This design comes from an exercise in tuning for small area, a short achievable clock period and few clock cycles per item on the open sky130 flow, not from production work.
Only simulation tests tie the RTL to the original design; equivalence was not proved.
No activity file was given, so power comes from the tool's default toggle rates.

==> flow/design.v <==
`timescale 1ns/1ps
`default_nettype none
module mini_mips_core (
    input  wire         clk,
    input  wire         rst,
    input  wire  [31:0] boot_addr,
    output logic        imem_req,
    output logic [31:0] imem_addr,
    input  wire         imem_ack,
    input  wire  [31:0] imem_data,
    output logic        wb_valid,
    output logic [4:0]  wb_addr,
    output logic [31:0] wb_data
);
    logic        req_q;
    logic [31:0] pc_q;
    logic        fire;
    assign fire      = req_q & imem_ack;
    assign imem_req  = req_q;
    assign imem_addr = pc_q;
    always_ff @(posedge clk) begin
        if (rst) begin
            req_q <= 1'b1;
        end else if (fire) begin
            req_q <= 1'b0;
        end else if (!imem_ack) begin
            req_q <= 1'b1;
        end
    end
    logic [31:2] pc_ones;
    always_comb begin
        pc_ones[2] = 1'b1;
        for (int i = 3; i < 32; i++) begin
            pc_ones[i] = pc_ones[i-1] & pc_q[i-1];
        end
    end
    always_ff @(posedge clk) begin
        if (rst) begin
            pc_q <= boot_addr;
        end else begin
            pc_q[31:2] <= pc_q[31:2] ^ (pc_ones & {30{fire}});
        end
    end
    logic [31:0] ir;
    always_ff @(posedge clk) begin
        if (fire) begin
            ir <= imem_data;
        end
    end
    logic v1, v2;
    always_ff @(posedge clk) begin
        if (rst) begin
            v1 <= 1'b0;
            v2 <= 1'b0;
        end else begin
            v1 <= fire;
            v2 <= v1;
        end
    end
    logic [5:0]  opcode, funct;
    logic [15:0] imm;
    logic        rtype, known;
    logic [4:0]  dest;
    logic s_add, s_sub, s_slt, s_sltu, s_and, s_or, s_xor, s_nor, s_sll, s_srl, s_lui;
    assign opcode = ir[31:26];
    assign funct  = ir[5:0];
    assign imm    = ir[15:0];
    assign rtype  = (opcode == 6'h00);
    assign dest   = rtype ? ir[15:11] : ir[20:16];
    always_comb begin
        s_add = 1'b0; s_sub = 1'b0; s_slt = 1'b0; s_sltu = 1'b0;
        s_and = 1'b0; s_or = 1'b0; s_xor = 1'b0; s_nor = 1'b0;
        s_sll = 1'b0; s_srl = 1'b0; s_lui = 1'b0;
        known = 1'b1;
        case (opcode)
            6'h00: begin
                case (funct)
                    6'h00: s_sll  = 1'b1;
                    6'h02: s_srl  = 1'b1;
                    6'h21: s_add  = 1'b1;
                    6'h23: s_sub  = 1'b1;
                    6'h24: s_and  = 1'b1;
                    6'h25: s_or   = 1'b1;
                    6'h26: s_xor  = 1'b1;
                    6'h27: s_nor  = 1'b1;
                    6'h2a: s_slt  = 1'b1;
                    6'h2b: s_sltu = 1'b1;
                    default: known = 1'b0;
                endcase
            end
            6'h09: s_add = 1'b1;
            6'h0a: s_slt = 1'b1;
            6'h0c: s_and = 1'b1;
            6'h0d: s_or  = 1'b1;
            6'h0e: s_xor = 1'b1;
            6'h0f: s_lui = 1'b1;
            default: known = 1'b0;
        endcase
    end
    logic       ex_we;
    logic [4:0] ex_dest;
    logic [4:0] ex_sh;
    logic [4:0] ex_rot;
    logic       e_add, e_sub, e_slt, e_sltu, e_and, e_or, e_xor, e_nor, e_sll, e_srl, e_lui;
    always_ff @(posedge clk) begin
        if (rst) begin
            ex_we <= 1'b0;
        end else begin
            ex_we <= v2 && known && (dest != 5'd0);
        end
    end
    logic       e2_we;
    logic [4:0] e2_dest;
    always_ff @(posedge clk) begin
        if (rst) begin
            e2_we <= 1'b0;
        end else begin
            e2_we <= ex_we;
        end
        e2_dest <= ex_dest;
    end
    always_ff @(posedge clk) begin
        ex_dest <= dest;
        ex_sh   <= ir[10:6];
        ex_rot  <= funct[1] ? 5'(6'd32 - {1'b0, ir[10:6]}) : ir[10:6];
        e_add   <= s_add | s_sub;
        e_sub   <= s_sub;
        e_slt   <= s_slt;
        e_sltu  <= s_sltu;
        e_and   <= s_and;
        e_or    <= s_or;
        e_xor   <= s_xor;
        e_nor   <= s_nor;
        e_sll   <= s_sll;
        e_srl   <= s_srl;
        e_lui   <= s_lui;
    end
    logic [31:0] regs [1:31];
    logic [31:0] wdata;
    logic        rst_q;
    logic [31:1] we_q;
    always_ff @(posedge clk) begin
        rst_q <= rst;
        for (int i = 1; i < 32; i++) begin
            we_q[i] <= rst || (e2_we && e2_dest == 5'(i));
        end
    end
    assign wdata = rst_q ? 32'h0 : wb_data;
    always_ff @(posedge clk) begin
        for (int i = 1; i < 32; i++) begin
            if (we_q[i]) begin
                regs[i] <= wdata;
            end
        end
    end
    logic [4:0]  ra_a, ra_b;
    logic        imm_d, bye_a, byw_a, bye_b, byw_b;
    logic [31:1] rsel_a, rsel_b;
    logic [31:1] rsel;
    logic        sel_e2, sel_wb, sel_ilo, sel_isx, sel_ihi;
    logic [31:0] rdata;
    logic [31:0] result2;
    assign ra_a  = imem_data[25:21];
    assign ra_b  = ir[20:16];
    assign imm_d = v1 && !rtype;
    assign bye_a = ex_we && (ex_dest == ra_a);
    assign byw_a = !bye_a && e2_we && (e2_dest == ra_a);
    assign bye_b = !imm_d && ex_we && (ex_dest == ra_b);
    assign byw_b = !imm_d && !bye_b && e2_we && (e2_dest == ra_b);
    always_comb begin
        for (int i = 1; i < 32; i++) begin
            rsel_a[i] = (ra_a == 5'(i)) && !bye_a && !byw_a;
            rsel_b[i] = (ra_b == 5'(i)) && !imm_d && !bye_b && !byw_b;
        end
    end
    always_ff @(posedge clk) begin
        rsel    <= fire ? rsel_a : rsel_b;
        sel_e2  <= fire ? bye_a : bye_b;
        sel_wb  <= fire ? byw_a : byw_b;
        sel_ilo <= imm_d && (opcode[2:0] != 3'b111);
        sel_isx <= imm_d && (opcode[2:0] == 3'b001 || opcode[2:0] == 3'b010) && imm[15];
        sel_ihi <= imm_d && (opcode[2:0] == 3'b111);
    end
    always_comb begin
        rdata = ({32{sel_e2}} & result2) | ({32{sel_wb}} & wb_data)
              | {({16{sel_ihi}} & imm) | {16{sel_isx}}, {16{sel_ilo}} & imm};
        for (int i = 1; i < 32; i++) begin
            rdata = rdata | ({32{rsel[i]}} & regs[i]);
        end
    end
    logic [31:0] x_q, y_q;
    logic        fwd;
    logic        inv;
    always_ff @(posedge clk) begin
        fwd <= v1 && ex_we && (ex_dest == ir[25:21]);
        inv <= v1 && (s_sub || s_slt || s_sltu);
    end
    always_ff @(posedge clk) begin
        x_q <= rdata;
        y_q <= (fwd ? result2 : x_q) ^ {32{inv}};
    end
    logic [31:0] g [0:4];
    logic [31:0] p [0:4];
    logic [31:0] c0, c1;      
    logic [31:0] pn;
    logic [31:0] s0, s1;      
    logic        p31, slt0, slt1, sltu0, sltu1;
    assign g[0] = y_q & x_q;
    assign p[0] = y_q | x_q;
    assign pn   = y_q ^ x_q ^ {32{e_sub}};
    genvar lv, b;
    generate
        for (lv = 0; lv < 4; lv++) begin : g_lv
            for (b = 0; b < 32; b++) begin : g_b
                if ((b % 16) >= (1 << lv)) begin : g_op
                    assign g[lv+1][b] = g[lv][b] | (p[lv][b] & g[lv][b - (1 << lv)]);
                    assign p[lv+1][b] = p[lv][b] & p[lv][b - (1 << lv)];
                end else begin : g_pass
                    assign g[lv+1][b] = g[lv][b];
                    assign p[lv+1][b] = p[lv][b];
                end
            end
        end
    endgenerate
    assign c0 = {g[4][30:16], 1'b0, g[4][14:0], 1'b0};
    assign c1 = {g[4][30:16] | p[4][30:16], 1'b1, g[4][14:0], 1'b0};
    assign s0 = pn ^ c0;
    assign s1 = pn ^ c1;
    assign p31   = y_q[31] ^ x_q[31];
    assign sltu0 = p31 ? c0[31] : y_q[31];
    assign sltu1 = p31 ? c1[31] : y_q[31];
    assign slt0  = p31 ? c0[31] : ~y_q[31];
    assign slt1  = p31 ? c1[31] : ~y_q[31];
    logic [63:0] rot2;
    logic [31:0] rot;
    logic [31:0] lmask, rmask, shres;
    assign rot2 = {x_q, x_q} << ex_rot;
    assign rot  = rot2[63:32];
    always_comb begin
        for (int i = 0; i < 32; i++) begin
            lmask[i]      = (5'(i) >= ex_sh);
            rmask[31 - i] = lmask[i];
        end
    end
    assign shres = rot & (({32{e_sll}} & lmask) | ({32{e_srl}} & rmask));
    logic [31:0] rest;
    assign rest = ({32{e_and}} & (y_q & x_q))
                | ({32{e_or}}  & (y_q | x_q))
                | ({32{e_xor}} & (y_q ^ x_q))
                | ({32{e_nor}} & ~(y_q | x_q))
                | shres
                | ({32{e_lui}} & x_q);
    logic [15:0] r_lo, r_h0, r_h1;
    logic        r_c16, r_cmp0, r_cmp1;
    always_ff @(posedge clk) begin
        r_lo   <= e_add ? s0[15:0]  : rest[15:0];
        r_h0   <= e_add ? s0[31:16] : rest[31:16];
        r_h1   <= e_add ? s1[31:16] : rest[31:16];
        r_c16  <= g[4][15];
        r_cmp0 <= (e_slt & slt0) | (e_sltu & sltu0);
        r_cmp1 <= (e_slt & slt1) | (e_sltu & sltu1);
    end
    assign result2 = {r_c16 ? r_h1 : r_h0, r_lo[15:1], r_lo[0] | (r_c16 ? r_cmp1 : r_cmp0)};
    always_ff @(posedge clk) begin
        if (rst) begin
            wb_valid <= 1'b0;
        end else begin
            wb_valid <= e2_we;
        end
    end
    always_ff @(posedge clk) begin
        wb_addr <= e2_dest;
        wb_data <= result2;
    end
endmodule
`default_nettype wire
Settings: LEC_CHECK=0, CAP_MARGIN=20, CORE_MARGIN=2, CORE_UTILIZATION=50, CTS_CLUSTER_DIAMETER=80, CTS_CLUSTER_SIZE=25, PLACE_DENSITY=0.65, SETUP_SLACK_MARGIN=3.55, SLEW_MARGIN=20; clock period 6.0 ns.
standard.sh (not shown) runs the stock make flow with config.mk's settings and CLKGATE_MAP_FILE= SYNTH_SCRIPT=/design/flow/synth_recipe.tcl, a recipe that flattens the netlist after the stock synthesis.
==> flow/flow/run.sh <==
#!/bin/bash
# Own flow: the standard ORFS layout, except that the buffers that
# buffer_ports puts on every input and output port are buf_4 cells (the
# default choice here is a delay cell, clkdlybuf4s50_1, which the
# footprint-matching resizer can then not swap for a faster buffer).
# Synthesis is the standard synthesis, unchanged.
set -euo pipefail
bash standard.sh synth > synth.log 2>&1
export BUFFER_PORTS_ARGS="-buffer_cell sky130_fd_sc_hd__buf_4"
bash standard.sh finish > layout.log 2>&1
Testbench counts at the start, summed over its fixed seeds: cycles 11,942, instrs 4,800.
Edit:
--- a/flow/design.v
+++ b/flow/design.v
@@ -138,45 +138,33 @@
     logic [31:0] regs [1:31];
     logic [31:0] wdata;
     logic        rst_q;
-    logic [31:1] we_q;
     always_ff @(posedge clk) begin
         rst_q <= rst;
+    end
+    assign wdata = rst_q ? 32'h0 : wb_data;
+    always_ff @(posedge clk) begin
         for (int i = 1; i < 32; i++) begin
-            we_q[i] <= rst || (e2_we && e2_dest == 5'(i));
-        end
-    end
-    assign wdata = rst_q ? 32'h0 : wb_data;
-    always_ff @(posedge clk) begin
-        for (int i = 1; i < 32; i++) begin
-            if (we_q[i]) begin
+            if (rst_q || (wb_valid && wb_addr == 5'(i))) begin
                 regs[i] <= wdata;
             end
         end
     end
-    logic [4:0]  ra_a, ra_b;
-    logic        imm_d, bye_a, byw_a, bye_b, byw_b;
-    logic [31:1] rsel_a, rsel_b;
+    logic [4:0]  raddr_d;
+    logic        imm_d, bye_d, byw_d;
     logic [31:1] rsel;
     logic        sel_e2, sel_wb, sel_ilo, sel_isx, sel_ihi;
     logic [31:0] rdata;
     logic [31:0] result2;
-    assign ra_a  = imem_data[25:21];
-    assign ra_b  = ir[20:16];
-    assign imm_d = v1 && !rtype;
-    assign bye_a = ex_we && (ex_dest == ra_a);
-    assign byw_a = !bye_a && e2_we && (e2_dest == ra_a);
-    assign bye_b = !imm_d && ex_we && (ex_dest == ra_b);
-    assign byw_b = !imm_d && !bye_b && e2_we && (e2_dest == ra_b);
-    always_comb begin
+    assign raddr_d = fire ? imem_data[25:21] : ir[20:16];
+    assign imm_d   = v1 && !rtype;
+    assign bye_d   = !imm_d && ex_we && (ex_dest == raddr_d);
+    assign byw_d   = !imm_d && !bye_d && e2_we && (e2_dest == raddr_d);
+    always_ff @(posedge clk) begin
         for (int i = 1; i < 32; i++) begin
-            rsel_a[i] = (ra_a == 5'(i)) && !bye_a && !byw_a;
-            rsel_b[i] = (ra_b == 5'(i)) && !imm_d && !bye_b && !byw_b;
-        end
-    end
-    always_ff @(posedge clk) begin
-        rsel    <= fire ? rsel_a : rsel_b;
-        sel_e2  <= fire ? bye_a : bye_b;
-        sel_wb  <= fire ? byw_a : byw_b;
+            rsel[i] <= (raddr_d == 5'(i)) && !imm_d && !bye_d && !byw_d;
+        end
+        sel_e2  <= bye_d;
+        sel_wb  <= byw_d;
         sel_ilo <= imm_d && (opcode[2:0] != 3'b111);
         sel_isx <= imm_d && (opcode[2:0] == 3'b001 || opcode[2:0] == 3'b010) && imm[15];
         sel_ihi <= imm_d && (opcode[2:0] == 3'b111);
Outcome: Worst setup slack loses 0.030 ns; critical path depth shrinks by 1; via count grows by about 0.7%; first-iteration DRC count drops by about 3.3%; utilization rose by 1.1 points; maximum frequency fell by 1.2%; synthesized area went down by about 1.7%; sequential share of layout area is lower by 1.3 points; count of clock-buffer cells in the layout falls by 1; final cell count barely changes; power barely changes; sequential cell count is lower by 31.
Testbench counts after the change, summed over its fixed seeds: cycles 11,942, instrs 4,800.

## what the ideal ports hide
The flow's constraints put no driver on any port. The routed layouts listed below were extracted and timed again, unchanged, in two steps.
Step 1 (the two cells are an assumption about what drives the block):
set clk [get_ports {clk}]
set_driving_cell -lib_cell sky130_fd_sc_hd__clkbuf_16 $clk
set_driving_cell -lib_cell sky130_fd_sc_hd__buf_2 [delete_from_list [all_inputs] $clk]
Step 2 moves the port delays by t, midway between the first and last clock arrival at a register: inputs arrive t later, outputs are due t later. That takes back most of the time a late clock gives input paths.
a / b / c = ideal / step 1 / step 2; a / b = the first two.
run | shift t [ns] | slack for setup (ns) | worst data-port slew with drivers (ns) | cell pins on the clock port's net
the first run | 0.736 | 3.530 / 3.483 / 2.950 | 0.09 | 1
the second run | 0.734 | 3.500 / 3.500 / 2.831 | 0.06 | 1
After both steps setup and hold are still met in every run listed. For the second run, which loses most, drivers alone change the setup slack by 0.000 ns; drivers and shift together by -0.669 ns.
